What follows belongs to an exercise in optimizing a design on an open flow for small area, a short achievable clock period and few clock cycles; a production flow would make more cautious choices. Function was checked by simulation only, so behaviour that the tests miss may differ from the original.

==> run a: inputs <==
## radix_number_string_parser_unit
module radix_number_string_parser_unit #(
  parameter int VALUE_BITS    = 48,
  parameter int FRACTION_BITS = 16
) (
  input  logic                  clk_i,
  input  logic                  rst_ni,
  input  logic                  cfg_we_i,
  input  logic [5:0]            cfg_data_i,
  input  logic                  in_valid_i,
  output logic                  in_ready_o,
  input  logic [7:0]            char_code_i,
  input  logic                  is_last_i,
  output logic                  out_valid_o,
  input  logic                  out_ready_i,
  output logic [2:0]            status_o,
  output logic signed [VALUE_BITS-1:0] value_o
);
export LEC_CHECK = 0
export ABC_CLOCK_PERIOD_IN_PS = 5000
export CAP_MARGIN = 20
export CORE_MARGIN = 2
export CORE_UTILIZATION = 60
export SETUP_SLACK_MARGIN = 4.5
export SLEW_MARGIN = 20
create_clock -name core_clock -period 10.0 [get_ports {clk_i}]
run.sh (not shown) runs the stock make flow with config.mk's settings and CLKGATE_MAP_FILE= SYNTH_SCRIPT=/design/flow/synth_recipe.tcl, a recipe that flattens the netlist after the stock synthesis.
==> run b (differences from run a) <==
--- a/flow/design.v
+++ b/flow/design.v
@@ -130,52 +130,58 @@
         rm = t[5:0];
       end
     end
     div4 = {rm, q};
   endfunction
   logic [5:0]  r_q;
   logic [6:0]  r3_q;
-  logic [5:0]  rm9_q;
   logic [5:0]  nsat_q;
   logic [5:0]  c_q;
   logic        p2_q;
   logic [5:0]  cfg_eff;
   logic [12:0] cfg_info;
   assign cfg_eff  = eff_radix(cfg_data_i);
   assign cfg_info = radix_info(cfg_eff);
   always_ff @(posedge clk_i or negedge rst_ni) begin
     if (!rst_ni) begin
       r_q    <= 6'd10;
       r3_q   <= 7'd30;
-      rm9_q  <= 6'd1;
       nsat_q <= 6'd15;
       c_q    <= 6'd2;
       p2_q   <= 1'b0;
     end else if (cfg_we_i) begin
       r_q    <= cfg_eff;
       r3_q   <= {cfg_eff, 1'b0} + {1'b0, cfg_eff};
-      rm9_q  <= (cfg_eff > 6'd9) ? cfg_eff - 6'd9 : 6'd0;
       nsat_q <= cfg_info[5:0];
       c_q    <= cfg_info[11:6];
       p2_q   <= cfg_info[12];
     end
   end
   localparam int EW = 12;
   logic [EW-1:0] in_ent;
   logic [7:0]    cc;
   logic          in_isd;
   logic [5:0]    in_dv;
   logic          in_ok_dig, in_space, in_sign, in_minus, in_point;
   assign cc = char_code_i;
-  logic in_num, in_let;
-  assign in_num    = (cc >= 8'h30 && cc <= 8'h39);
-  assign in_let    = (cc >= 8'h41 && cc <= 8'h5a) || (cc >= 8'h61 && cc <= 8'h7a);
-  assign in_dv     = in_num ? {2'd0, cc[3:0]} : ({1'b0, cc[4:0]} + 6'd9);
-  assign in_isd    = in_num || in_let;
-  assign in_ok_dig = (in_num && ({2'd0, cc[3:0]} < r_q)) || (in_let && ({1'b0, cc[4:0]} < rm9_q));
+  always_comb begin
+    in_isd = 1'b0;
+    in_dv  = 6'd0;
+    if (cc >= 8'h30 && cc <= 8'h39) begin
+      in_isd = 1'b1;
+      in_dv  = 6'(cc - 8'h30);
+    end else if (cc >= 8'h41 && cc <= 8'h5a) begin
+      in_isd = 1'b1;
+      in_dv  = 6'(cc - 8'h37);
+    end else if (cc >= 8'h61 && cc <= 8'h7a) begin
+      in_isd = 1'b1;
+      in_dv  = 6'(cc - 8'h57);
+    end
+  end
+  assign in_ok_dig = in_isd && (in_dv < r_q);
   assign in_space  = (cc == 8'h20);
   assign in_minus  = (cc == 8'h2d);
   assign in_sign   = (cc == 8'h2b) || in_minus;
   assign in_point  = (cc == 8'h2e);
   assign in_ent    = {is_last_i, in_point, in_minus, in_sign, in_space,
                       in_ok_dig, in_ok_dig ? in_dv : 6'd0};
   logic          h_v_q, s_v_q;
@@ -213,29 +219,27 @@
       s_q <= in_ent;
     end
   end
   logic [5:0] h_dv;
   logic       h_dig, h_space, h_sign, h_minus, h_point, h_last, h_bad;
   assign {h_last, h_point, h_minus, h_sign, h_space, h_dig, h_dv} = h_q;
   assign h_bad = !h_dig && !h_space && !h_sign && !h_point;
-  logic [47:0] w_q, w_d;
-  logic        mh_d;
+  logic [47:0] w_q;
   logic [5:0]  n_q, k_q;
   logic [1:0]  phase_q;
   logic        point_q, neg_q, fresh_q;
   logic        mh_q;
   logic [5:0]  wc6_q;
   logic [2:0]  ck_q, ck_cnt_q;
   logic        ck_last_q;
   logic        pa_v_q;
   logic [2:0]  pa_op_q;
-  logic        pa_hi_q, pa_mul_q;
   logic [29:0] pa_p_q;
   logic [2:0]  pa_err_q;
-  logic        pa_cchk_q, pa_first_q, pa_last_q;
+  logic        pa_cchk_q, pa_first_q, pa_last_q, pa_neg_q, pa_pt_q;
   logic [47:0] acc_q, value_q;
   logic        clo_q;
   logic [2:0]  erra_q;
   logic        nega_q, pta_q, fina_q;
   logic        out_valid_q;
   logic [2:0]  status_q;
   logic        a_go, p_ready, vq_free, asm_now;
@@ -246,25 +250,26 @@
   assign ph_c = fresh_q ? PH_NONE : phase_q;
   assign pt_c = fresh_q ? 1'b0 : point_q;
   assign ng_c = fresh_q ? 1'b0 : neg_q;
   assign n_c  = fresh_q ? 6'd0 : n_q;
   assign sat  = (n_c >= nsat_q);
   assign top  = (n_c == nsat_q - 6'd1);
   logic        ck_idle;
-  logic [5:0]  dmul;
+  logic [5:0]  dmul, chunk;
   logic [23:0] w_in;
   logic [29:0] prod_d, prod_r;
-  logic        big, big_q;
+  logic        big;
   logic [47:0] w_step;
   assign ck_idle = (ck_q == CK_IDLE);
-  assign dmul    = (ck_q == CK_MUL) ? value_q[5:0] : h_dv;
+  assign chunk   = value_q[6*ck_cnt_q +: 6];
+  assign dmul    = (ck_q == CK_MUL) ? chunk : h_dv;
   assign w_in    = mh_q ? w_q[47:24] : w_q[23:0];
   assign prod_d  = w_in * dmul;
   assign prod_r  = w_in * r_q + {24'd0, mh_q ? wc6_q : 6'd0};
-  assign big     = big_q;
+  assign big     = |w_q[47:24];
   assign w_step  = mh_q ? {prod_r[23:0], w_q[23:0]} : {18'd0, prod_r};
   logic ch_go;      
   logic dig_lo;     
   logic drec_go, drec_lo;
   logic mul_go, mul_lo;
   logic adv;
   assign dig_lo  = h_dig && !fresh_q && !sat && big && !mh_q;
@@ -400,15 +405,21 @@
       ck_cnt_q  <= 3'd0;
       ck_last_q <= 1'b0;
       pa_v_q    <= 1'b0;
     end else begin
       if (adv) begin
         fresh_q <= h_last;
       end
-      mh_q <= mh_d;
+      if (ch_go && h_dig && !fresh_q && !sat && big) begin
+        mh_q <= !mh_q;
+      end else if (drec_go && big) begin
+        mh_q <= !mh_q;
+      end else if (mul_go && big) begin
+        mh_q <= !mh_q;
+      end
       if (ch_go || mul_go || ((ck_q == CK_DREC) && (k_q == 6'd0) && p_ready) ||
           ((ck_q == CK_RES) && p_ready)) begin
         pa_v_q <= 1'b1;
       end else if (a_go) begin
         pa_v_q <= 1'b0;
       end
       case (ck_q)
@@ -441,143 +452,112 @@
           if (p_ready) begin
             ck_q <= CK_IDLE;
           end
         end
       endcase
     end
   end
-  always_comb begin
-    mh_d = mh_q;
-    if ((ch_go && h_dig && !fresh_q && !sat && big) || (drec_go && big) || (mul_go && big)) begin
-      mh_d = !mh_q;
-    end
-    w_d = w_q;
-    if (ch_go) begin
-      if (dig_lo) begin
-        w_d[23:0] = prod_r[23:0];
-      end else if (fresh_q) begin
-        w_d = h_dig ? {42'd0, r_q} : 48'd1;
-      end else if (vpnt || pchk) begin
-        w_d = 48'd1;
-      end else if (h_dig) begin
-        w_d = w_step;
-      end
-    end else if (drec_go) begin
-      if (drec_lo) begin
-        w_d[23:0] = prod_r[23:0];
-      end else begin
-        w_d = w_step;
-      end
-    end
-  end
   always_ff @(posedge clk_i) begin
-    w_q  <= w_d;
     if (ch_go) begin
       if (dig_lo) begin
+        w_q[23:0] <= prod_r[23:0];
         wc6_q     <= prod_r[29:24];
       end else begin
         phase_q <= ph_n;
         point_q <= pt_n;
         neg_q   <= ng_n;
         n_q     <= n_c + {5'd0, h_dig && !(&n_c)};
         if (fresh_q) begin
-          big_q <= 1'b0;
+          w_q <= h_dig ? {42'd0, r_q} : 48'd1;
         end else if (vpnt || pchk) begin
-          big_q <= 1'b0;
+          w_q <= 48'd1;
         end else if (h_dig) begin
-          big_q <= mh_q || (|prod_r[29:24]);
+          w_q <= w_step;
         end
         if (vpnt) begin
           k_q <= n_c;
         end
       end
     end else if (drec_go) begin
       if (drec_lo) begin
-        wc6_q <= prod_r[29:24];
+        w_q[23:0] <= prod_r[23:0];
+        wc6_q     <= prod_r[29:24];
       end else begin
-        big_q <= mh_q || (|prod_r[29:24]);
-        k_q   <= k_q - 6'd1;
+        w_q <= w_step;
+        k_q <= k_q - 6'd1;
       end
     end
     if (ch_go) begin
       pa_p_q     <= fresh_q ? {24'd0, h_dv} : prod_d;
       pa_first_q <= fresh_q;
+      pa_neg_q   <= ng_n;
+      pa_pt_q    <= pt_n;
       if (dig_lo) begin
         pa_op_q    <= OP_ADD;
-        pa_hi_q    <= 1'b0;
-        pa_mul_q   <= 1'b0;
         pa_err_q   <= ST_OK;
         pa_cchk_q  <= 1'b0;
         pa_last_q  <= 1'b0;
         pa_first_q <= 1'b0;
       end else begin
         pa_op_q   <= fresh_q ? OP_LOAD : (vpnt ? OP_ZERO : (mh_q ? OP_ADDHI : OP_ADD));
-        pa_hi_q   <= !fresh_q && !vpnt && mh_q;
-        pa_mul_q  <= 1'b0;
         pa_err_q  <= cerr;
         pa_cchk_q <= cchk;
         pa_last_q <= h_last && !pchk;
       end
     end else if (mul_go) begin
       pa_p_q     <= prod_d;
       pa_op_q    <= mul_lo ? OP_ADD : (mh_q ? OP_MULHI : OP_MUL);
-      pa_hi_q    <= mh_q;
-      pa_mul_q   <= !mul_lo;
       pa_err_q   <= ST_OK;
       pa_cchk_q  <= 1'b0;
       pa_first_q <= 1'b0;
       pa_last_q  <= 1'b0;
     end else if (p_ready) begin
       pa_op_q    <= (ck_q == CK_DREC) ? OP_SWAP : OP_RES;
-      pa_hi_q    <= 1'b0;
-      pa_mul_q   <= 1'b0;
       pa_err_q   <= ST_OK;
       pa_cchk_q  <= 1'b0;
       pa_first_q <= 1'b0;
       pa_last_q  <= (ck_q == CK_RES) && ck_last_q;
+      pa_neg_q   <= neg_q;
+      pa_pt_q    <= point_q;
     end
   end
-  logic        op_hi, op_mul, op_z;
+  logic        op_hi, op_mul;
   logic [54:0] sum;
   logic        carry;
   logic [2:0]  char_err;
-  assign op_hi  = pa_hi_q;
-  assign op_mul = pa_mul_q;
-  assign op_z   = (pa_op_q == OP_LOAD) || (pa_op_q == OP_ZERO);
-  assign sum    = {6'd0, op_hi & clo_q, op_z ? 48'd0 : acc_q} +
+  assign op_hi  = (pa_op_q == OP_ADDHI) || (pa_op_q == OP_MULHI);
+  assign op_mul = (pa_op_q == OP_MUL) || (pa_op_q == OP_MULHI);
+  assign sum    = {6'd0, op_hi & clo_q, acc_q} +
                   (op_hi ? {1'b0, pa_p_q, 24'd0} : {25'd0, pa_p_q});
   assign carry  = |sum[54:48];
-  logic ovf_pend_q;
-  logic [2:0] erra_eff;
-  assign erra_eff = (erra_q == ST_OK && ovf_pend_q) ? ST_OVF : erra_q;
   always_comb begin
     char_err = pa_err_q;
     if (pa_err_q == ST_OK) begin
-      if ((pa_op_q == OP_RES) && (|acc_q)) begin
+      if ((pa_cchk_q && carry) || ((pa_op_q == OP_RES) && (|acc_q))) begin
         char_err = ST_OVF;
       end
     end
   end
   assign vq_free = !out_valid_q || out_ready_i;
-  assign asm_now = fina_q && vq_free && !cap_q[0] && !cap_q[1];
+  assign asm_now = fina_q && vq_free && !(|cap_q);
   assign a_go    = pa_v_q && (!fina_q || asm_now) && !((pa_op_q == OP_ZERO) && !vq_free);
   assign p_ready = !pa_v_q || a_go;
   logic [15:0] fq;
   logic [47:0] qv, qneg;
   logic        r_ovf;
   logic [2:0]  res_status;
   logic [47:0] res_value;
-  assign fq    = pta_q ? {yf_q[15:4], cap_q[2] ? yb4_q : yf_q[3:0]} : 16'd0;
+  assign fq    = pta_q ? yf_q : 16'd0;
   assign qv    = {acc_q[31:0], fq};
   assign qneg  = 48'd0 - qv;
   assign r_ovf = (|acc_q[47:32]) ||
                  (acc_q[31] && !(nega_q && !(|acc_q[30:0]) && !(|fq)));
   always_comb begin
-    if (erra_eff != ST_OK) begin
-      res_status = erra_eff;
+    if (erra_q != ST_OK) begin
+      res_status = erra_q;
       res_value  = '0;
     end else if (r_ovf) begin
       res_status = ST_OVF;
       res_value  = '0;
     end else begin
       res_status = ST_OK;
       res_value  = nega_q ? qneg : qv;
@@ -603,41 +583,47 @@
       end else if (asm_now) begin
         fina_q <= 1'b0;
       end
     end
   end
   always_ff @(posedge clk_i) begin
     if (a_go) begin
-      if (op_mul) begin
-        acc_q <= sum[53:6];
-      end else if (pa_op_q == OP_SWAP || pa_op_q == OP_RES) begin
-        acc_q <= value_q;
-      end else begin
-        acc_q <= sum[47:0];
-      end
-      clo_q <= sum[48];
-      if (pa_op_q == OP_ZERO || pa_op_q == OP_SWAP) begin
-        value_q <= acc_q;
-      end
-      ovf_pend_q <= pa_cchk_q && carry;
+      case (pa_op_q)
+        OP_ADD, OP_ADDHI: begin
+          acc_q <= sum[47:0];
+          clo_q <= sum[48];
+        end
+        OP_LOAD: begin
+          acc_q <= {18'd0, pa_p_q};
+        end
+        OP_ZERO: begin
+          acc_q   <= '0;
+          value_q <= acc_q;
+        end
+        OP_MUL, OP_MULHI: begin
+          acc_q <= sum[53:6];
+        end
+        OP_SWAP: begin
+          acc_q   <= value_q;
+          value_q <= acc_q;
+        end
+        default: begin
+          acc_q <= value_q;
+        end
+      endcase
       if (pa_first_q) begin
         erra_q <= char_err;
-      end else if (erra_eff == ST_OK) begin
+      end else if (erra_q == ST_OK) begin
         erra_q <= char_err;
-      end else begin
-        erra_q <= erra_eff;
       end
       if (pa_last_q) begin
-        nega_q <= neg_q;
-        pta_q  <= point_q;
+        nega_q <= pa_neg_q;
+        pta_q  <= pa_pt_q;
       end
     end
-    if (mul_go && !mul_lo) begin
-      value_q <= {value_q[5:0], value_q[47:6]};
-    end
     if (asm_now) begin
       value_q <= res_value;
     end
   end
   assign out_valid_o = out_valid_q;
   assign status_o    = status_q;
   assign value_o     = value_q;
--- a/flow/config.mk
+++ b/flow/config.mk
@@ -4,10 +4,10 @@
 export VERILOG_FILES = /design/flow/design.v
 export SDC_FILE = /design/flow/constraint.sdc
 export NUM_CORES = 4
 export LEC_CHECK = 0
 export ABC_CLOCK_PERIOD_IN_PS = 5000
 export CAP_MARGIN = 20
 export CORE_MARGIN = 2
-export CORE_UTILIZATION = 60
-export SETUP_SLACK_MARGIN = 4.5
+export CORE_UTILIZATION = 40
+export SETUP_SLACK_MARGIN = 4
 export SLEW_MARGIN = 20
==> notes <==
Run b went through all stages and came out clean. Run a completed without violations. Of run b and run a, run b has the higher clock skew (gap 0.034 ns). Sequential cell count: run a is higher than run b (8). Register-to-register slack: run b is lower than run a (0.31 ns). Worst setup slack: run b is lower than run a (0.31 ns). Between run b and run a, the lower global-route usage is in run b (gap 12 points).
Testbench counts of run a, summed over its fixed seeds: cycles 5,608.
Testbench counts of run b, summed over its fixed seeds: cycles 5,664.

-- afterwards: timing with drivers on the ports --
The results above use ideal ports. As a check the final layouts listed here were re-extracted and re-timed, cells and wires unchanged.
Step 1, drivers: a clkbuf_16 drives clk_i and a buf_2 each remaining input, both assumed.
Step 2 also shifts input and output timing later by t, the mid clock arrival at the registers, as if the neighbouring blocks saw the same clock.
Three values: ideal ports, drivers, drivers and shift; two values: the first two.
run | t (ns) | setup slack, ns | worst setup path after step 2 | clock arrival spread, ns | worst data-port slew with drivers (ns)
run a | 0.657 | 4.425 / 4.425 / 4.183 | input to register | 0.021 / 0.021 | 0.05
run b | 0.651 | 4.119 / 4.119 / 3.950 | input to register | 0.055 / 0.055 | 0.03
After both steps setup and hold are still met in every run listed. The setup slack of run a, which loses most, moves by 0.000 ns with the drivers and by -0.242 ns with both steps.
